What follows belongs to an exercise in optimizing a design on an open flow for small area; a production flow would make more cautious choices. RTL that was checked went through simulation tests only; none was proved equivalent to the original. The RTL of run 4 was laid out without a check of its function. No activity file was given, so power comes from the tool's default toggle rates.

`flow/config.mk`:
```
export PLATFORM = sky130hd
export DESIGN_NAME = dns_relay_query_id_table_unit
export DESIGN_NICKNAME = dns_relay_query_id_table_unit
export VERILOG_FILES = /design/flow/design.v
export SDC_FILE = /design/flow/constraint.sdc
export NUM_CORES = 4
export LEC_CHECK = 0
export ABC_AREA = 0
export CAP_MARGIN = 20
export CORE_MARGIN = 2
export CORE_UTILIZATION = 40
export SLEW_MARGIN = 20
```
`flow/constraint.sdc`:
```
create_clock -name core_clock -period 7.5 [get_ports {aclk}]
set_input_delay 1.5000 -clock core_clock [delete_from_list [all_inputs] [get_ports {aclk}]]
set_output_delay 1.5000 -clock core_clock [all_outputs]
set_load 0.01 [all_outputs]
```
`flow/design.v`:
```
package dnsr_pkg;
    localparam int ID_W    = 16;
    localparam int ADDR_W  = 32;
    localparam int PORT_W  = 16;
    localparam int TIME_W  = 32;
    localparam int AGE_W   = 16;
    localparam int LIMIT_W = 4;
    localparam int REM_W   = 4;
    localparam int unsigned AGE_SCALE_MS = 1000;
    localparam logic [AGE_W-1:0]   AGE_RESET   = 16'd60;
    localparam logic [LIMIT_W-1:0] LIMIT_RESET = 4'd5;
    localparam logic REG_AGE_SECONDS = 1'b0;
    localparam logic REG_KEEP_LIMIT  = 1'b1;
    typedef enum logic [1:0] {
        CMD_ADD   = 2'd0,
        CMD_FIND  = 2'd1,
        CMD_SWEEP = 2'd2
    } cmd_t;
    typedef enum logic [2:0] {
        STAT_ADDED      = 3'd0,
        STAT_RETRANS    = 3'd1,
        STAT_REPLY_HIT  = 3'd2,
        STAT_REPLY_MISS = 3'd3,
        STAT_SWEEP_DONE = 3'd4
    } status_t;
    typedef enum logic [1:0] {
        S_IDLE,
        S_SCAN,
        S_WRITE,
        S_DONE
    } state_t;
    typedef struct packed {
        logic [ID_W-1:0]   local_id;
        logic [ID_W-1:0]   client_id;
        logic [ADDR_W-1:0] addr;
        logic [PORT_W-1:0] port;
        logic [TIME_W-1:0] stamp;
    } entry_t;
endpackage
module dns_relay_query_id_table_unit #(
    parameter int TABLE_DEPTH = 8
) (
    input  logic        aclk,
    input  logic        aresetn,
    input  logic        s_tvalid,
    output logic        s_tready,
    input  logic [95:0] s_tdata,
    input  logic [1:0]  s_tuser,
    output logic        m_tvalid,
    input  logic        m_tready,
    output logic [71:0] m_tdata,
    output logic [2:0]  m_tuser,
    input  logic        cfg_wr_en,
    input  logic        cfg_index,
    input  logic [15:0] cfg_wdata
);
    localparam int ENTRY_W = 64;
    logic [8*ENTRY_W-1:0] ring;
    logic [ENTRY_W-1:0]   tap;
    logic [8*32-1:0]      lanes;
    logic        busy_reg;
    logic        done_reg;
    logic        mvalid_reg;
    logic        started_reg;
    logic        scanned_reg;
    logic        win_reg;
    logic [3:0]  b_reg;
    logic [2:0]  oldest_reg;
    logic [3:0]  count_reg;
    logic [15:0] next_id_reg;
    logic [15:0] age_reg;
    logic [3:0]  limit_reg;
    logic [7:0]  lt_reg;
    logic [1:0]  cy_reg;
    logic [3:0]  ed_reg;
    logic [2:0]  od_reg;
    logic [15:0] o_id_reg;
    logic [47:0] o_ap_reg;
    logic [3:0]  o_rm_reg;
    logic [2:0]  o_st_reg;
    logic        is_add, is_find;
    logic [2:0]  ph;
    logic [2:0]  k3;
    logic        wrapped;
    logic [3:0]  k;
    logic [3:0]  e;
    logic [2:0]  target;
    logic        add_active, add_end, add_hit;
    logic        removable;
    logic        start;
    logic        lap_end;
    assign tap     = ring[ENTRY_W-1:0];
    assign is_add  = s_tuser == dnsr_pkg::CMD_ADD;
    assign is_find = s_tuser == dnsr_pkg::CMD_FIND;
    assign ph      = b_reg[2:0];
    assign k3      = ph - oldest_reg;
    assign wrapped = started_reg && (k3 == 3'd0);
    assign k       = {wrapped, k3};
    assign e       = count_reg - k;
    assign target  = oldest_reg + count_reg[2:0];
    assign lap_end = b_reg == 4'd15;
    logic [15:0] lid;
    logic        find_hit;
    assign lid = next_id_reg - {12'd0, e};
    assign add_active = started_reg || (k3 == 3'd0);
    assign add_end    = k == count_reg;
    assign add_hit    = tap[15:0] == s_tdata[15:0];
    assign find_hit   = lid == s_tdata[15:0];
    assign start = !busy_reg && !done_reg && s_tvalid && !mvalid_reg;
    logic [1:0]  now2;
    logic        ev, od;
    logic [2:0]  col0, col1;
    logic [1:0]  cin;
    logic [1:0]  cut2;
    assign now2 = 2'(s_tdata[64 +: 32] >> {b_reg, 1'b0});
    assign ev   = (b_reg >= 4'd1 && b_reg <= 4'd8) ? age_reg[{b_reg[2:0] - 3'd1, 1'b0}] : 1'b0;
    assign od   = (b_reg >= 4'd2 && b_reg <= 4'd9) ? age_reg[{b_reg[2:0] - 3'd2, 1'b1}] : 1'b0;
    assign cin  = (b_reg == 4'd0) ? 2'd1 : cy_reg;
    assign col0 = 3'(now2[0]) + 3'(ed_reg[0]) + 3'(od) + 3'(!ed_reg[3]) + 3'(cin);
    assign col1 = 3'(now2[1]) + 3'(od) + 3'(ev) + 3'(!od_reg[2]) + 3'(col0[2:1]);
    assign cut2 = {col1[0], col0[0]};
    logic [7:0] lt_next;
    always_comb begin
        for (int j = 0; j < 8; j++) begin
            logic [1:0] s;
            logic       l;
            s = lanes[32*j +: 2];
            l = (b_reg == 4'd0) ? 1'b0 : lt_reg[j];
            l = (s[0] != cut2[0]) ? cut2[0] : l;
            l = (s[1] != cut2[1]) ? cut2[1] : l;
            lt_next[j] = l;
        end
    end
    assign removable = (count_reg != 4'd0) && (lt_reg[oldest_reg] || (count_reg > limit_reg));
    logic        fin;
    logic        in_lap;
    logic        scan_done;
    logic        wr_entry;
    logic        wr_stamp;
    logic        pass;
    logic        pop;
    logic        grow;
    logic        ld_id, ld_ap;
    logic [15:0] id_val;
    logic        rm_inc, rm_set;
    logic        st_ld;
    logic [2:0]  st_val;
    assign in_lap = win_reg || (b_reg == 4'd0);
    always_comb begin
        fin       = 1'b0;
        scan_done = 1'b0;
        wr_entry  = 1'b0;
        wr_stamp  = 1'b0;
        pass      = 1'b0;
        pop       = 1'b0;
        grow      = 1'b0;
        ld_id     = 1'b0;
        ld_ap     = 1'b0;
        id_val    = lid;
        rm_inc    = 1'b0;
        rm_set    = 1'b0;
        st_ld     = 1'b0;
        st_val    = dnsr_pkg::STAT_ADDED;
        if (busy_reg) begin
            if (is_add) begin
                if (!scanned_reg) begin
                    if (add_active) begin
                        if (add_end) begin
                            scan_done = 1'b1;
                            ld_id     = 1'b1;
                        end else if (add_hit) begin
                            fin    = 1'b1;
                            ld_id  = 1'b1;
                            st_ld  = 1'b1;
                            st_val = dnsr_pkg::STAT_RETRANS;
                        end
                    end
                end else if (in_lap) begin
                    wr_stamp = 1'b1;
                    wr_entry = ph == target;
                    if (lap_end) begin
                        fin    = 1'b1;
                        rm_set = count_reg[3];
                        if (count_reg[3]) begin
                            pop = 1'b1;
                        end else begin
                            grow = 1'b1;
                        end
                    end
                end
            end else if (is_find) begin
                if (add_active) begin
                    if (add_end) begin
                        fin    = 1'b1;
                        st_ld  = 1'b1;
                        st_val = dnsr_pkg::STAT_REPLY_MISS;
                    end else if (find_hit) begin
                        fin    = 1'b1;
                        ld_id  = 1'b1;
                        ld_ap  = 1'b1;
                        id_val = tap[15:0];
                        st_ld  = 1'b1;
                        st_val = dnsr_pkg::STAT_REPLY_HIT;
                    end
                end
            end else begin
                if (!scanned_reg) begin
                    if (in_lap) begin
                        pass      = 1'b1;
                        scan_done = lap_end;
                    end
                end else if (removable) begin
                    pop    = 1'b1;
                    rm_inc = 1'b1;
                end else begin
                    fin    = 1'b1;
                    st_ld  = 1'b1;
                    st_val = dnsr_pkg::STAT_SWEEP_DONE;
                end
            end
        end
    end
    always_ff @(posedge aclk) begin
        ring <= {(wr_entry ? s_tdata[63:0] : tap), ring[8*ENTRY_W-1:ENTRY_W]};
        for (int j = 0; j < 8; j++) begin
            lanes[32*j +: 32] <= {((wr_stamp && (target == 3'(j))) ? now2 : lanes[32*j +: 2]),
                                  lanes[32*j+2 +: 30]};
        end
        ed_reg <= {ed_reg[2:0], ev};
        od_reg <= {od_reg[1:0], od};
        cy_reg <= col1[2:1];
        if (pass) begin
            lt_reg <= lt_next;
        end
    end
    always_ff @(posedge aclk) begin
        if (!aresetn) begin
            busy_reg    <= 1'b0;
            done_reg    <= 1'b0;
            mvalid_reg  <= 1'b0;
            b_reg       <= 4'd0;
            oldest_reg  <= 3'd0;
            count_reg   <= 4'd0;
            next_id_reg <= 16'd0;
            age_reg     <= dnsr_pkg::AGE_RESET;
            limit_reg   <= dnsr_pkg::LIMIT_RESET;
        end else begin
            b_reg <= b_reg + 4'd1;
            if (mvalid_reg && m_tready) begin
                mvalid_reg <= 1'b0;
            end
            if (start) begin
                if (s_tuser == 2'd3) begin
                    done_reg <= 1'b1;
                end else begin
                    busy_reg <= 1'b1;
                end
            end
            if (fin) begin
                busy_reg <= 1'b0;
                done_reg <= 1'b1;
            end
            if (done_reg) begin
                done_reg   <= 1'b0;
                mvalid_reg <= s_tuser != 2'd3;
                if (is_add && o_st_reg == dnsr_pkg::STAT_ADDED) begin
                    next_id_reg <= next_id_reg + 16'd1;
                end
            end
            if (pop) begin
                oldest_reg <= oldest_reg + 3'd1;
                if (!is_add) begin
                    count_reg <= count_reg - 4'd1;
                end
            end
            if (grow) begin
                count_reg <= count_reg + 4'd1;
            end
            if (cfg_wr_en) begin
                if (cfg_index == dnsr_pkg::REG_KEEP_LIMIT) begin
                    limit_reg <= cfg_wdata[3:0];
                end else begin
                    age_reg <= cfg_wdata;
                end
            end
        end
    end
    always_ff @(posedge aclk) begin
        if (start) begin
            started_reg <= 1'b0;
            scanned_reg <= 1'b0;
            win_reg     <= 1'b0;
            o_id_reg    <= 16'd0;
            o_ap_reg    <= 48'd0;
            o_rm_reg    <= 4'd0;
            o_st_reg    <= 3'd0;
        end else begin
            if (busy_reg && (k3 == 3'd0)) begin
                started_reg <= 1'b1;
            end
            if (scan_done) begin
                scanned_reg <= 1'b1;
            end
            if (pass || wr_stamp) begin
                win_reg <= !lap_end;
            end
            if (ld_id) begin
                o_id_reg <= id_val;
            end
            if (ld_ap) begin
                o_ap_reg <= tap[63:16];
            end
            if (rm_inc) begin
                o_rm_reg <= o_rm_reg + 4'd1;
            end
            if (rm_set) begin
                o_rm_reg <= 4'd1;
            end
            if (st_ld) begin
                o_st_reg <= st_val;
            end
        end
    end
    assign s_tready = done_reg;
    assign m_tvalid = mvalid_reg;
    assign m_tdata  = {4'd0, o_rm_reg, o_ap_reg, o_id_reg};
    assign m_tuser  = o_st_reg;
endmodule
```
`flow/flow/run.sh`:
```
#!/bin/bash
# The standard layout (the standard.sh, unchanged synthesis, floorplan, power grid and
# tap cells) with two placement/CTS options changed:
#  - port buffers use the smallest buffer cell (every port still gets its buffer)
#  - clock tree: small clock buffers and no dummy loads
# make's full output goes to flow_make.log here; each ORFS step keeps its own log under orfs/logs.
set -euo pipefail
bash standard.sh \
  BUFFER_PORTS_ARGS="-buffer_cell sky130_fd_sc_hd__buf_1" \
  CTS_ARGS="-sink_clustering_enable -repair_clock_nets -dont_use_dummy_load -buf_list sky130_fd_sc_hd__clkbuf_4 -sink_clustering_size 10 -sink_clustering_max_diameter 50" \
  finish > flow_make.log 2>&1
```
`flow/standard.sh`:
```
#!/bin/bash
# synth_recipe.tcl (not shown) runs the flow's synth.tcl, then flattens the netlist and writes it again
# the make line also repeats each setting of config.mk as NAME=value (left out here)
make -C /OpenROAD-flow-scripts/flow DESIGN_CONFIG=/design/flow/config.mk WORK_HOME=/design/flow/orfs CLKGATE_MAP_FILE= SYNTH_SCRIPT=/design/flow/synth_recipe.tcl "${@:-finish}"
```
==> results_dict.tcl, run 1 <==
set metrics [dict create \
    status "no timing/DRC/antenna violations" \
    ir_worst_vdd_mv 0.150 \
    rsz0062_at_grt "no" \
    cp_num_buf_inv 2 \
    synth.avg_cell_area_um2 13.6 \
    cp.required_ns 8.22 \
    clk_pin_slew_worst_paths_ns 0.10 \
    drt_wl_total_um 41600 \
    ctsLongestPathBuffers 3 \
    slew_viol_final 0 \
    yosys_warnings 1 \
    antenna_found_initial 4 \
    dpl_cell_area_um2 25600 \
    ant_nets 0 \
    cts-root-buf "clkbuf_4" \
    p_per_area_nw_per_um2 279 \
    grt_overflow_total 0 \
    clock_latency_ns 0.87 \
    wl_per_cell_um 14.8 \
    finalInstanceArea_um2 26400 \
    drv_cap 0 \
    ctsResizeCount 0 \
    yosysTopAreaCellShare_pct 74.6 \
    firstDrtPassIters 5 \
    fin_crit_ns 5.83 \
    synth_area_leaders "dfxtp_1 75%, nand2_1 3.2%, mux2_2 3.1%" \
    holdCritStartpoint "ring[442]" \
    synth_cell_type_count 68 \
    synth_cells 1784 \
    syn2layout_area_growth_pct 9.34 \
    htreeDepth 3 \
    ys_ff_latch 909 \
    synth_ff_type "dfxtp_1" \
    cp_slowest_cell "dfxtp_1" \
    drive_above_1_share_pct 11.6 \
    yosysSeqAreaShare_pct 75.6 \
    slowest_delay_ns 0.87 \
    arrival_ns 6.55 \
    numCtsBuffers 106 \
    tightest_slew_ns 1.09 \
    ios 197 \
    slew_headroom_pct 27.6 \
    largest_reg_flops 512 \
    total_leakage_power_nw 10.3 \
    remaining_drc_errors 0 \
    fmax_mhz 171 \
    async_flop_share_pct 0 \
    die_y_um 250 \
    grt_usage_pct 13.6 \
    grt_pass1_wl_um 67600 \
    drt_iter0_markers 573 \
    place_congestion 0.873 \
    yosysTopAreaCell "dfxtp_1" \
    rows 90 \
    finClkSkew_ns 0.130 \
    fin_nets 2195 \
    min_path_type "reg2reg" \
    synth_common_cells "901 x dfxtp_1, 206 x nand2_1, 68 x a21oi_1, 67 x mux2_2, 62 x nor2_1" \
    grt_pass1_vias 12900 \
    fin_crit_sh_pct 77.8 \
    cp-startpoint "b_reg[1]" \
    power_mw 7.37 \
    yosysMostFrequentCell "dfxtp_1" \
    mappedNetlistArea_um2 24200 \
    timing.final.hold_violations 0 \
    dp_hpwl_um 27100 \
    fin_tns_setup_ns 0 \
    vias 12700 \
    vias_per_cell 4.51 \
    cts_hold_buf 0 \
    die-area_um2 62400 \
    r2r_start "b_reg[1]" \
    postCtsSetupRepairBufs 0 \
    fp.coreArea_um2 60000 \
    die-width_um 250 \
    setup.worst_path.start_class "flop" \
    start_util_pct 40.3 \
    grt_max_degree 71 \
    crit_path_end_kind "flop" \
    synth_edf_count 8 \
    critPathMaxFanout 61 \
    worstPathCellList "fa_1 -> inv_1 -> ha_1 -> a21o_1 -> a21oi_1 -> xor2_1 -> ha_1 -> or4_4 -> or4_4 -> o21ai_2 -> o2111ai_1 -> a2111o_1 -> nor4_4 -> and4_2 -> buf_4 -> nand2_1 -> a21oi_1" \
    setup_viol 0 \
    cts_tree "built" \
    cts_sinks 909 \
    port_buffers 192 \
    path_class "reg2reg" \
    path_delay_family "simple AND/OR/NAND/NOR gates" \
]
## worst reg2reg max path, cell delays in order, from the launching register on
cell,delay [ns]
dfxtp_1,0.87
fa_1,0.60
inv_1,0.09
ha_1,0.25
a21o_1,0.19
a21oi_1,0.16
xor2_1,0.10
ha_1,0.25
or4_4,0.50
or4_4,0.45
o21ai_2,0.12
o2111ai_1,0.12
a2111o_1,0.41
nor4_4,0.36
and4_2,0.26
buf_4,0.59
nand2_1,0.23
a21oi_1,0.17
## per-stage QoR
| step | setup slack, ns | hold WS (ns) | std cells | utilization, % |
|---|---|---|---|---|
| global route | 1.25 | 0.250 | 2817 | 44.0 |
| global placement | 1.73 | 0.309 | 2707 | 42.7 |
| CTS | 1.56 | 0.242 | 2813 | 44.0 |
| floorplan | 1.89 | 0.310 | 1787 | - |
| detailed placement | 1.63 | 0.312 | 2707 | 42.7 |
| finish | 1.67 | 0.260 | 2818 | 44.0 |
## metal layers
metal,share of wire [%],up-vias,global-route usage (%)
met5,0.063,-,0
met4,2.6,4,5.20
met3,5.0,94,3.87
met2,44,256,21.0
met1,48,6025,18.0
li1,-,6319,-
## cell families after synthesis
kind of cell	Yosys count	share of synthesized area, %
other	1	0.0155
multiplexers	90	4.90
AO/OA/AOI/OAI	170	4.35
adder cells (fa/ha/maj)	50	2.85
buffers and inverters	111	2.16
AND/OR/NAND/NOR	367	6.78
XOR/XNOR	86	3.35
flip-flops	909	75.6
## cell usage in the layout (no fill, tap or decap), types with 16 or more instances in the layout
cell,n
a21oi_1,68
mux4_2,16
a21oi_2,21
dfxtp_1,901
clkbuf_4,106
mux2_2,67
nand2_1,206
o21ai_0,39
buf_1,192
xor2_1,44
xnor2_1,38
ha_1,31
inv_1,47
nor2_1,62
nand3_1,22
## power by group
group          switching, mW  total, mW  leakage [nW]  internal, mW
clock network           1.37       2.02         0.488         0.648
logic                  0.277      0.464          2.50         0.186
registers             0.0233       4.89          7.35          4.87
total                   1.67       7.37          10.3          5.70
## area by class of cell
cell class / instances / area (µm²)
repair buffers: 201 / 788
fillers: 5527 / 33600
well taps: 782 / 978
clock buffers: 106 / 796
flip-flops and latches: 909 / 18300
diodes: 5 / 12.5
multi-input cells: 767 / 5400
inverters: 48 / 180
## worst paths after layout
| path | endpoint | slack (ns) | depth (start not counted) |
|---|---|---|---|
| hold reg to reg | ring[378] | 0.26 | 0 |
| hold / removal | ring[378] | 0.26 | 0 |
| setup reg to reg | o_ap_reg[38] | 1.67 | 17 |
| setup / recovery | o_ap_reg[38] | 1.67 | 17 |
==> run 2, diff against run 1 <==
--- a/flow/config.mk
+++ b/flow/config.mk
@@ -8,5 +8,5 @@
 export ABC_AREA = 0
-export CAP_MARGIN = 20
+export CAP_MARGIN = 0
 export CORE_MARGIN = 2
 export CORE_UTILIZATION = 40
-export SLEW_MARGIN = 20
+export SLEW_MARGIN = 0
==> run 2 against run 1 <==
Combinational power about the same. Routed wire length unchanged. Power unchanged. Critical endpoint unchanged. Register-to-register slack about the same. Die area unchanged. Sequential share of layout area unchanged. Via count unchanged. Critical path depth unchanged. Global-route usage unchanged. Clock-buffer cell count unchanged.
==> results_dict.tcl, run 2 <==
set metrics [dict create \
    rows 90 \
    drive_above_1_share_pct 11.6 \
    grt_overflow_total 0 \
    mappedNetlistArea_um2 24200 \
    die-area_um2 62400 \
    largest_reg_flops 512 \
    vias 12700 \
    tightest_slew_ns 1.09 \
    grt_pass1_wl_um 67600 \
    ios 197 \
    path_class "reg2reg" \
    muxShareOfSynthArea_pct 4.90 \
    cp.required_ns 8.22 \
    power_mw 7.37 \
    ant_nets 0 \
    r2r_start "b_reg[1]" \
    clkPwrFrac_pct 27.3 \
    comb_power_share_pct 6.3 \
    yosysMostFrequentCell "dfxtp_1" \
    start_util_pct 40.3 \
    critPathMaxFanout 61 \
    ctsLongestPathBuffers 3 \
    drt_wl_total_um 41600 \
    synth_cells 1784 \
    synth_cell_type_count 68 \
    async_flop_share_pct 0 \
    yosys.area_share.simple_pct 6.78 \
    die_y_um 250 \
    clock_latency_ns 0.87 \
    dp_hpwl_um 27100 \
    p_sw_mw 1.67 \
    fp.coreArea_um2 60000 \
    worstPathCellList "fa_1 -> inv_1 -> ha_1 -> a21o_1 -> a21oi_1 -> xor2_1 -> ha_1 -> or4_4 -> or4_4 -> o21ai_2 -> o2111ai_1 -> a2111o_1 -> nor4_4 -> and4_2 -> buf_4 -> nand2_1 -> a21oi_1" \
    drt_iter0_markers 573 \
    r2r_cells 17 \
    grt_usage_pct 13.6 \
    sw_frac_of_total_pct 22.6 \
    crit_path_end_kind "flop" \
    synth_edf_count 8 \
    r2r_end "o_ap_reg[38]" \
    syn2layout_area_growth_pct 9.34 \
    remaining_drc_errors 0 \
    cp-startpoint "b_reg[1]" \
    mostFrequentLayoutCells "901 x dfxtp_1, 206 x nand2_1, 192 x buf_1" \
    synth_ff_type "dfxtp_1" \
    synth_compound_area_share_pct 4.35 \
    yosysTopAreaCell "dfxtp_1" \
    place_congestion 0.873 \
    worstHoldPathCells 0 \
    arrival_ns 6.55 \
    fillers 5527 \
    synth.avg_cell_area_um2 13.6 \
    cts_sinks 909 \
    yosysTopAreaCellShare_pct 74.6 \
    fin_nets 2195 \
    crit_path_end "o_ap_reg[38]" \
    fin_crit_ns 5.83 \
    setup.worst_path.start_class "flop" \
    rsz0062_at_grt "no" \
    status "no timing/DRC/antenna violations" \
    synth_area_leaders "dfxtp_1 75%, nand2_1 3.2%, mux2_2 3.1%" \
    antenna_found_initial 4 \
    slew_headroom_pct 27.6 \
    cp_slowest_cell "dfxtp_1" \
    numCtsBuffers 106 \
    grt_max_degree 71 \
    wl_per_cell_um 14.8 \
    grt_pass1_vias 12900 \
    postCtsSetupRepairBufs 0 \
    slowest_delay_ns 0.87 \
    port_buffers 192 \
    yosys_warnings 1 \
    cts_hold_buf 0 \
    firstDrtPassIters 5 \
    finClkSkew_ns 0.130 \
    min_path_type "reg2reg" \
    fin_crit_sh_pct 77.8 \
    fmax_mhz 171 \
    htreeDepth 3 \
    yosysSeqAreaShare_pct 75.6 \
    p_int_mw 5.70 \
    p_seq_share_pct 66.4 \
    layout_commonest_cell "dfxtp_1" \
    fin_tns_setup_ns 0 \
    ir_worst_vdd_mv 0.150 \
    synth_common_cells "901 x dfxtp_1, 206 x nand2_1, 68 x a21oi_1, 67 x mux2_2, 62 x nor2_1" \
    cts-root-buf "clkbuf_4" \
    yosys.area_share.adder_pct 2.85 \
    synth_top_family_by_area "simple AND/OR/NAND/NOR gates" \
    ctsResizeCount 0 \
    synth_xor_area_share_pct 3.35 \
    drv_cap 0 \
    rrSetupSlack_ns 1.67 \
    setup_viol 0 \
    total_leakage_power_nw 10.3 \
    cts_tree "built" \
    p_per_area_nw_per_um2 279 \
    timing.final.hold_violations 0 \
    ys_ff_latch 909 \
    vias_per_cell 4.51 \
    clk_pin_slew_worst_paths_ns 0.10 \
    slew_viol_final 0 \
    die-width_um 250 \
]
-- run 2: area by class of cell --
cell class / count / area, µm² / area share [%]
diodes: 5 / 12.5 / 0.0473
multi-input cells: 767 / 5400 / 20.4
clock buffers: 106 / 796 / 3.01
repair buffers: 201 / 788 / 2.98
well taps: 782 / 978 / 3.70
flip-flops and latches: 909 / 18300 / 69.1
inverters: 48 / 180 / 0.682
-- run 2: worst min-delay path by stage --
stage,end,start,slack [ns]
CTS,ring[378],ring[442],0.24
global route,lanes[157],lanes[159],0.25
detailed placement,lanes[129],lanes[131],0.31
finish,ring[378],ring[442],0.26
floorplan,ed_reg[2],ed_reg[1],0.31
global placement,ring[273],ring[337],0.31
-- run 2: worst max-delay path, delay by kind of cell, from the launching register on --
kind	cells	cell delay, ns
AND/OR/NAND/NOR	5	1.70
AO/OA/AOI/OAI	6	1.17
adder cells (fa/ha/maj)	3	1.10
flip-flops	1	0.87
buffers and inverters	2	0.68
XOR/XNOR	1	0.10
-- run 2: power groups by stage --
stage                     registers, mW  logic [mW]  clock network [mW]
after global routing               4.90       0.515                2.33
final                              4.89       0.464                2.02
after detailed placement           5.00       0.467                   0
after global placement             5.00       0.450                   0
after CTS                          4.89       0.469                2.14
after floorplan                    4.99       0.339                   0
-- run 2: kinds of logic (layout without fill, tap and decap cells) --
group,count (synthesis),after routing
xor gates and xnor gates,86,86
buffers and inverters,111,355
muxes,90,90
DFF,909,909
adders and majority gates,50,50
and+or+nand+nor,367,367
AOI/OAI and AO/OA,170,170
other,1,9
-- run 2: per-stage QoR --
step | setup WS [ns] | instance area (µm²) | utilization (%) | std cells | hold slack (ns)
after global routing | 1.25 | 26400 | 44.0 | 2817 | 0.250
final | 1.67 | 26400 | 44.0 | 2818 | 0.260
after global placement | 1.73 | 25600 | 42.7 | 2707 | 0.309
after floorplan | 1.89 | 24200 | - | 1787 | 0.310
after CTS | 1.56 | 26400 | 44.0 | 2813 | 0.242
after detailed placement | 1.63 | 25600 | 42.7 | 2707 | 0.312
-- run 2: per-layer routing --
metal	vias to the layer above	GRT usage (%)	share of wire, %
met2	256	21.0	44
met4	4	5.20	2.6
met1	6025	18.0	48
met5	-	0	0.063
met3	94	3.87	5.0
li1	6319	-	-
==> run 3, diff against run 2 <==
--- a/flow/flow/run.sh
+++ b/flow/flow/run.sh
@@ -2,5 +2,6 @@
 # The standard layout (the standard.sh, unchanged synthesis, floorplan, power grid and
-# tap cells) with two placement/CTS options changed:
+# tap cells) with these placement/CTS/resizing options changed:
 #  - port buffers use the smallest buffer cell (every port still gets its buffer)
 #  - clock tree: small clock buffers and no dummy loads
+#  - after global routing, gates off the critical paths are downsized (RECOVER_POWER)
 # make's full output goes to flow_make.log here; each ORFS step keeps its own log under orfs/logs.
@@ -8,2 +9,3 @@
 bash standard.sh \
+  RECOVER_POWER=100 \
   BUFFER_PORTS_ARGS="-buffer_cell sky130_fd_sc_hd__buf_1" \
--- a/flow/config.mk
+++ b/flow/config.mk
@@ -8,5 +8,5 @@
 export ABC_AREA = 0
-export CAP_MARGIN = 0
+export CAP_MARGIN = 20
 export CORE_MARGIN = 2
 export CORE_UTILIZATION = 40
-export SLEW_MARGIN = 0
+export SLEW_MARGIN = 20
==> run 3 against run 2 <==
Now fails the layout checks on max-capacitance violations, max-slew violations. First-iteration DRC count grew 2.6%. Synthesized cell count is the same. Maximum frequency shrank 7.8%. Hold slack gained 0.0021 ns. Non-clock buffer count is the same. Sequential power is essentially flat. Flip-flop and latch count is the same. Largest power group unchanged.
==> results_dict.tcl, run 3 <==
set metrics [dict create \
    yosysMostFrequentCell "dfxtp_1" \
    worstHoldPathCells 0 \
    sw_frac_of_total_pct 22.6 \
    top_layer "met5" \
    vias 12700 \
    synth.avg_cell_area_um2 13.6 \
    ios 197 \
    remaining_drc_errors 0 \
    cts-root-buf "clkbuf_4" \
    mostFrequentLayoutCells "901 x dfxtp_1, 206 x nand2_1, 189 x buf_1" \
    synth_cells 1784 \
    cp.required_ns 8.21 \
    path_class "reg2reg" \
    finClkSkew_ns 0.130 \
    synth_top_family_by_area "simple AND/OR/NAND/NOR gates" \
    comb_power_share_pct 6.3 \
    clkPwrFrac_pct 27.4 \
    total_leakage_power_nw 10.3 \
    arrival_ns 7.04 \
    fin_util_pct 43.9 \
    numCtsBuffers 106 \
    ir_worst_vdd_mv 0.149 \
    synth_edf_count 8 \
    synth_area_leaders "dfxtp_1 75%, nand2_1 3.2%, mux2_2 3.1%" \
    synth_common_cells "901 x dfxtp_1, 206 x nand2_1, 68 x a21oi_1, 67 x mux2_2, 62 x nor2_1" \
    path_delay_family "simple AND/OR/NAND/NOR gates" \
    vias_per_cell 4.50 \
    status "finished with violations" \
    wl_met2_um 18300 \
    fin_nets 2195 \
    port_buffers 192 \
    rrSetupSlack_ns 1.17 \
    finalWorstSetupSlack_ns 1.17 \
    fin_crit_ns 6.33 \
    wl_met3_um 2090 \
    clock_latency_ns 0.87 \
    worstPathCellList "fa_1 -> inv_1 -> ha_1 -> a21o_1 -> a21oi_1 -> xor2_1 -> ha_1 -> or4_1 -> or4_4 -> o21ai_2 -> o2111ai_1 -> a2111o_1 -> nor4_1 -> nand4_1 -> clkbuf_2 -> nand2_1 -> mux2i_1" \
    r2r_cells 17 \
    start_util_pct 40.3 \
    fin_crit_sh_pct 84.4 \
    async_flop_share_pct 0 \
    r2r_end "o_id_reg[4]" \
    synth_compound_area_share_pct 4.35 \
    die_y_um 250 \
    drt_wl_total_um 41600 \
    p_int_mw 5.70 \
    grt_pass1_wl_um 67600 \
    place_congestion 0.873 \
    grt_pass1_vias 12900 \
    layout_commonest_cell "dfxtp_1" \
    setup.worst_path.start_class "flop" \
    wl_per_cell_um 14.8 \
    mappedNetlistArea_um2 24200 \
    firstDrtPassIters 5 \
    p_per_area_nw_per_um2 280 \
    timing.final.hold_violations 0 \
    yosysTopAreaCellShare_pct 74.6 \
    postCtsSetupRepairBufs 0 \
    die-width_um 250 \
    dpl_cell_area_um2 25600 \
    r2r_start "b_reg[1]" \
    fillers 5538 \
    finalInstanceArea_um2 26400 \
    fmax_mhz 158 \
    drive_above_1_share_pct 10.8 \
    min_path_type "reg2reg" \
    holdCritStartpoint "ring[442]" \
    yosysSeqAreaShare_pct 75.6 \
    cp_slowest_cell "dfxtp_1" \
    clk_pin_slew_worst_paths_ns 0.10 \
    grt_max_degree 71 \
    cts_hold_buf 0 \
    drv_cap 2 \
    yosysTopAreaCell "dfxtp_1" \
    yosys.area_share.simple_pct 6.78 \
    antenna_found_initial 4 \
    dp_worst_setup_slack_ns 1.63 \
    synth_xor_area_share_pct 3.35 \
    ctsLongestPathBuffers 3 \
    syn2layout_area_growth_pct 9.05 \
    cp.depth 17 \
    slew_headroom_pct -37.2 \
    p_seq_share_pct 66.4 \
    drt_iter0_markers 588 \
    setup_viol 0 \
    dp_hpwl_um 27100 \
    cts_sinks 909 \
    hold_ws_ns 0.262 \
    rsz0062_at_grt "no" \
    largest_reg_flops 512 \
    ys_ff_latch 909 \
    synth_ff_type "dfxtp_1" \
    crit_path_end_kind "flop" \
    fp.coreArea_um2 60000 \
    fin_tns_setup_ns 0 \
    grt_usage_pct 13.6 \
    synth_cell_type_count 68 \
    yosys_warnings 1 \
    whs_endpoint "ring[378]" \
    cp_num_buf_inv 2 \
    muxShareOfSynthArea_pct 4.90 \
    slowest_delay_ns 0.87 \
    cp_common_cell "ha_1" \
    slew_viol_final 99 \
    p_sw_mw 1.67 \
    critPathMaxFanout 38 \
    tightest_slew_ns 2.06 \
    die-area_um2 62400 \
    ant_nets 0 \
    violations "max-capacitance violations, max-slew violations" \
    rows 90 \
    ctsResizeCount 0 \
    htreeDepth 3 \
    yosys.area_share.adder_pct 2.85 \
    cts_tree "built" \
    wl_met1_um 20100 \
    grt_overflow_total 0 \
]
-- run 3: changes by cell type in the layout (fill, tap and decap cells not counted), moves of 2 or more --
cell      change
a21oi_1       +9
nor4_1        +2
clkbuf_1      +4
buf_1         -3
clkbuf_2      +2
mux2_2        -3
mux2_1        +3
a21oi_2       -9
buf_4         -3
-- run 3: logic make-up (layout without fill, tap and decap cells) --
logic type	Yosys count	in the layout
AOI/OAI and AO/OA	170	170
buffers and inverters	111	355
and+or+nand+nor	367	367
muxes	90	90
other	1	8
adders and majority gates	50	50
DFF	909	909
xor gates and xnor gates	86	86
-- run 3: cell type report --
class / count / area [µm²] / share of cell area [%]
clock buffer: 106 / 796 / 3.02
multi-input combinational: 767 / 5350 / 20.3
timing repair buffer: 201 / 779 / 2.96
antenna: 4 / 10.0 / 0.0380
inverter: 48 / 180 / 0.683
tap: 782 / 978 / 3.71
sequential: 909 / 18300 / 69.3
-- run 3: layer usage --
| metal | vias to the layer above | global-route usage, % |
|---|---|---|
| met2 | 258 | 21.0 |
| met5 | - | 0 |
| met1 | 6012 | 18.0 |
| li1 | 6322 | - |
| met3 | 94 | 3.87 |
| met4 | 4 | 5.20 |
-- run 3: worst max path at each step --
stage | from | endpoint | slack (ns)
6_report | b_reg[1] | o_id_reg[4] | 1.17
4_1_cts | b_reg[1] | o_id_reg[11] | 1.56
3_3_place_gp | b_reg[1] | o_ap_reg[43] | 1.73
2_1_floorplan | b_reg[0] | o_ap_reg[41] | 1.89
5_1_grt | b_reg[1] | o_id_reg[4] | 0.68
3_5_place_dp | b_reg[1] | o_ap_reg[45] | 1.63
-- run 3: power groups by stage --
stage | clock network [mW] | registers, mW | logic (mW)
global placement | 0 | 5.00 | 0.450
global route | 2.33 | 4.90 | 0.511
floorplan | 0 | 4.99 | 0.339
detailed placement | 0 | 5.00 | 0.467
CTS | 2.14 | 4.89 | 0.469
finish | 2.02 | 4.89 | 0.461
-- run 3: metrics by stage --
| stage | total power, mW | instances |
|---|---|---|
| finish | 7.37 | 2817 |
| CTS | 7.50 | 2813 |
| global route | 7.74 | 2817 |
| floorplan | 5.33 | 1787 |
| detailed placement | 5.47 | 2707 |
| global placement | 5.45 | 2707 |
-- run 3: worst register-to-register path: stages, from the launching register on --
cell and delay, ns:
dfxtp_1 0.87, fa_1 0.60, inv_1 0.09, ha_1 0.25, a21o_1 0.19, a21oi_1 0.16
xor2_1 0.10, ha_1 0.24, or4_1 0.61, or4_4 0.49, o21ai_2 0.12, o2111ai_1 0.12
a2111o_1 0.37, nor4_1 0.65, nand4_1 0.22, clkbuf_2 0.58, nand2_1 0.34, mux2i_1 0.21
==> run 4, diff against run 3 <==
--- a/flow/design.v
+++ b/flow/design.v
@@ -228,8 +228,2 @@
         end
-        ed_reg <= {ed_reg[2:0], ev};
-        od_reg <= {od_reg[1:0], od};
-        cy_reg <= col1[2:1];
-        if (pass) begin
-            lt_reg <= lt_next;
-        end
     end
@@ -287,21 +281,38 @@
     end
+    assign lt_reg      = o_ap_reg[7:0];
+    assign ed_reg      = o_ap_reg[11:8];
+    assign od_reg      = o_ap_reg[14:12];
+    assign cy_reg      = o_ap_reg[16:15];
+    assign started_reg = o_ap_reg[17];
+    assign scanned_reg = o_ap_reg[18];
+    assign win_reg     = o_ap_reg[19];
     always_ff @(posedge aclk) begin
         if (start) begin
-            started_reg <= 1'b0;
-            scanned_reg <= 1'b0;
-            win_reg     <= 1'b0;
-            o_id_reg    <= 16'd0;
-            o_ap_reg    <= 48'd0;
-            o_rm_reg    <= 4'd0;
-            o_st_reg    <= 3'd0;
-        end else begin
-            if (busy_reg && (k3 == 3'd0)) begin
-                started_reg <= 1'b1;
+            o_ap_reg <= 48'd0;
+        end else if (fin) begin
+            o_ap_reg <= ld_ap ? tap[63:16] : 48'd0;
+        end else if (busy_reg) begin
+            if (pass) begin
+                o_ap_reg[7:0] <= lt_next;
+            end
+            o_ap_reg[11:8]  <= {ed_reg[2:0], ev};
+            o_ap_reg[14:12] <= {od_reg[1:0], od};
+            o_ap_reg[16:15] <= col1[2:1];
+            if (k3 == 3'd0) begin
+                o_ap_reg[17] <= 1'b1;
             end
             if (scan_done) begin
-                scanned_reg <= 1'b1;
+                o_ap_reg[18] <= 1'b1;
             end
             if (pass || wr_stamp) begin
-                win_reg <= !lap_end;
+                o_ap_reg[19] <= !lap_end;
             end
+        end
+    end
+    always_ff @(posedge aclk) begin
+        if (start) begin
+            o_id_reg    <= 16'd0;
+            o_rm_reg    <= 4'd0;
+            o_st_reg    <= 3'd0;
+        end else begin
             if (ld_id) begin
@@ -309,5 +320,2 @@
             end
-            if (ld_ap) begin
-                o_ap_reg <= tap[63:16];
-            end
             if (rm_inc) begin
==> flow/flow/run.sh (replaced) <==
#!/bin/bash
# The standard layout (the standard.sh, unchanged synthesis, floorplan, power grid and
# tap cells) with two placement/CTS options changed:
#  - port buffers use the smallest buffer cell (every port still gets its buffer)
#  - clock tree: small clock buffers and no dummy loads
# make's full output goes to flow_make.log here; each ORFS step keeps its own log under orfs/logs.
set -euo pipefail
bash standard.sh \
  BUFFER_PORTS_ARGS="-buffer_cell sky130_fd_sc_hd__buf_1" \
  CTS_ARGS="-sink_clustering_enable -repair_clock_nets -dont_use_dummy_load -buf_list sky130_fd_sc_hd__clkbuf_4 -sink_clustering_size 10 -sink_clustering_max_diameter 50" \
  finish > flow_make.log 2>&1
==> run 4 against run 3 <==
Now clean on timing, DRC and antenna. Die area increased by 0.13%. Via count increased by 3.8%. First-iteration DRC count increased by 13%. Register-to-register slack improved by 0.30 ns. Area after synthesis increased by 0.13%. Flip-flop and latch count decreased by 20. Core utilization increased by 0.084 points. Clock skew decreased by 0.021 ns. Clock-buffer cell count decreased by 2. Non-clock buffer count increased by 4. Sequential power decreased by 1%. Critical path depth unchanged.
==> results_dict.tcl, run 4 <==
set metrics [dict create \
    setup.worst_path.start_class "flop" \
    rsz0062_at_grt "no" \
    rrSetupSlack_ns 1.47 \
    cp.required_ns 8.17 \
    cts_tree "built" \
    r2r_cells 17 \
    tightest_slew_ns 0.948 \
    fillers 5521 \
    crit_path_end_kind "flop" \
    drv_cap 0 \
    grt_pass1_wl_um 73700 \
    antenna_found_initial 1 \
    status "no timing/DRC/antenna violations" \
    synth_common_cells "889 x dfxtp_1, 86 x nand2_1, 84 x mux2_2, 54 x inv_1, 45 x xnor2_1" \
    wl_per_cell_um 17.1 \
    fin_nets 2159 \
    cp_slowest_cell "dfxtp_1" \
    synth_ff_type "dfxtp_1" \
    start_util_pct 40.3 \
    total_leakage_power_nw 10.4 \
    r2r_end "o_id_reg[15]" \
    top_layer "met4" \
    mostFrequentLayoutCells "889 x dfxtp_1, 191 x buf_1, 105 x clkbuf_4" \
    fin_crit_ns 6.03 \
    grt_pass1_vias 13100 \
    place_congestion 0.872 \
    cp_num_buf_inv 2 \
    dpl_cell_area_um2 25700 \
    fin_crit_sh_pct 80.4 \
    slowest_delay_ns 0.88 \
    dp_hpwl_um 33200 \
    cp-startpoint "b_reg[1]" \
    vias 13200 \
    power_mw 7.53 \
    worstHoldPathCells 0 \
    yosysTopAreaCellShare_pct 73.5 \
    postCtsSetupRepairBufs 0 \
    layout_commonest_cell "dfxtp_1" \
    drt_wl_total_um 47600 \
    wl_met1_um 23100 \
    clk_pin_slew_worst_paths_ns 0.11 \
    cts_hold_buf 0 \
    finClkSkew_ns 0.108 \
    timing.final.hold_violations 0 \
    die-width_um 250 \
    ir_worst_vdd_mv 0.170 \
    synth_cells 1750 \
    arrival_ns 6.70 \
    ys_ff_latch 889 \
    yosysMostFrequentCell "dfxtp_1" \
    ant_nets 0 \
    drive_above_1_share_pct 12.0 \
    drt_iter0_markers 666 \
    htreeDepth 3 \
    holdCritStartpoint "ring[102]" \
    cts_sinks 889 \
    synth.avg_cell_area_um2 13.8 \
    slew_viol_final 0 \
    fin_tns_setup_ns 0 \
    numCtsBuffers 104 \
    grt_usage_pct 15.3 \
    path_class "reg2reg" \
    rows 90 \
    worstPathCellList "fa_1 -> inv_1 -> ha_1 -> a21o_1 -> a21oi_1 -> xor2_1 -> ha_1 -> o21a_1 -> a21boi_0 -> nor2_1 -> o311ai_0 -> nand2_1 -> or4_4 -> nor4_4 -> buf_4 -> mux2i_1 -> nor2_1" \
    synth_edf_count 0 \
    final-seq-area_um2 17800 \
    r2r_start "b_reg[1]" \
    yosysTopAreaCell "dfxtp_1" \
    clock_latency_ns 0.87 \
    p_per_area_nw_per_um2 285 \
    finalWorstSetupSlack_ns 1.47 \
    synth_cell_type_count 78 \
    ctsLongestPathBuffers 3 \
    finalInstanceArea_um2 26500 \
    fmax_mhz 166 \
    setup_viol 0 \
    firstDrtPassIters 7 \
    grt_overflow_total 0 \
    mappedNetlistArea_um2 24200 \
    yosysSeqAreaShare_pct 73.5 \
    path_delay_family "compound AO/OA/AOI/OAI gates" \
    min_path_type "reg2reg" \
    async_flop_share_pct 0 \
    yosys_warnings 1 \
    whs_endpoint "ring[38]" \
    port_buffers 192 \
    synth_area_leaders "dfxtp_1 74%, mux2_2 3.9%, xnor2_1 1.6%" \
    die-area_um2 62500 \
    ctsResizeCount 0 \
    cts-root-buf "clkbuf_4" \
    syn2layout_area_growth_pct 9.32 \
    wl_met3_um 2580 \
    wl_met2_um 20800 \
    fp.coreArea_um2 60100 \
    remaining_drc_errors 0 \
    ios 197 \
    dp_worst_setup_slack_ns 1.54 \
    multi_input_area_um2 5880 \
    slew_headroom_pct 36.7 \
    die_y_um 250 \
    vias_per_cell 4.74 \
    critPathMaxFanout 37 \
    largest_reg_flops 512 \
    grt_max_degree 51 \
]
-- run 4: cell types whose count changed after synthesis, moves of 8 or more --
cell / previous run / this run
mux2_2: 67 / 84
a21boi_0: 0 / 20
dfxtp_1: 901 / 889
a21oi_2: 21 / 0
nor2_1: 62 / 43
a21oi_1: 68 / 35
nand2_1: 206 / 86
nand3_1: 22 / 39
a22o_1: 0 / 36
edfxtp_1: 8 / 0
and2_1: 2 / 23
a32oi_1: 0 / 12
nor2b_1: 5 / 17
xor2_1: 44 / 31
-- run 4: power by group --
group	total (mW)	switching [mW]	internal, mW	leakage (nW)
Combinational	0.721	0.415	0.306	2.71
Sequential	4.83	0.0565	4.77	7.17
Clock	1.98	1.35	0.636	0.478
Total	7.53	1.82	5.72	10.4
-- run 4: final cells by class --
class	instances	area share, %
multi-input combinational	742	22.2
sequential	889	67.2
antenna	1	0.00945
clock buffer	104	2.95
inverter	55	0.780
tap	782	3.70
timing repair buffer	205	3.11
-- run 4: logic make-up after synthesis --
family	synth area share, %
AOI/OAI and AO/OA	6.24
adders and majority gates	2.84
other	0.0155
buffers and inverters	2.32
DFF	73.5
and+or+nand+nor	6.18
xor gates and xnor gates	2.94
muxes	5.95
-- run 4: worst max-delay path by stage --
stage                    to  slack (ns)  cells past startpoint
6_report       o_id_reg[15]        1.47                     17
5_1_grt        o_id_reg[10]        1.06                     16
4_1_cts        o_id_reg[15]        1.47                     18
3_5_place_dp    o_id_reg[8]        1.54                     18
3_3_place_gp    o_id_reg[0]        1.62                     18
2_1_floorplan   o_id_reg[8]        1.72                     23
-- run 4: metal layers --
layer | up-vias | track usage [%]
li1 | 6387 | -
met1 | 6398 | 20.9
met2 | 307 | 23.1
met3 | 78 | 3.99
met4 | 0 | 6.26
met5 | - | 0
-- run 4: through the flow --
step           std cells  hold slack (ns)  utilization (%)
6_report            2778            0.259             44.0
5_1_grt             2778            0.249             44.0
4_1_cts             2775            0.245             44.0
3_5_place_dp        2671            0.312             42.7
3_3_place_gp        2671            0.310             42.7
2_1_floorplan       1753            0.310                -

separate check: timing with driven ports:
The results above use ideal ports. As a check the final layouts listed here were re-extracted and re-timed, cells and wires unchanged. Step 1 sets driving cells, clkbuf_16 on the clock port and buf_2 on the other inputs (assumed; they add their load-dependent delay and slew). Step 2 moves the port delays by t, midway between the first and last clock arrival at a register: inputs arrive t later, outputs are due t later. That takes back most of the time a late clock gives input paths. Slacks: no drivers / after step 1 / after step 2; pairs: no drivers / after step 1.
run	shift t [ns]	slack for setup (ns)	hold slack, ns	worst slew at a driven data input, ns	pins driven straight from the clock port
run 1	0.858	1.665 / 1.665 / 1.665	0.260 / 0.260 / 0.260	0.07	1
run 2	0.858	1.665 / 1.665 / 1.665	0.260 / 0.260 / 0.260	0.07	1
run 3	0.861	1.171 / 1.171 / 1.171	0.262 / 0.262 / 0.262	0.07	1
run 4	0.871	1.471 / 1.471 / 1.471	0.259 / 0.259 / 0.259	0.07	1
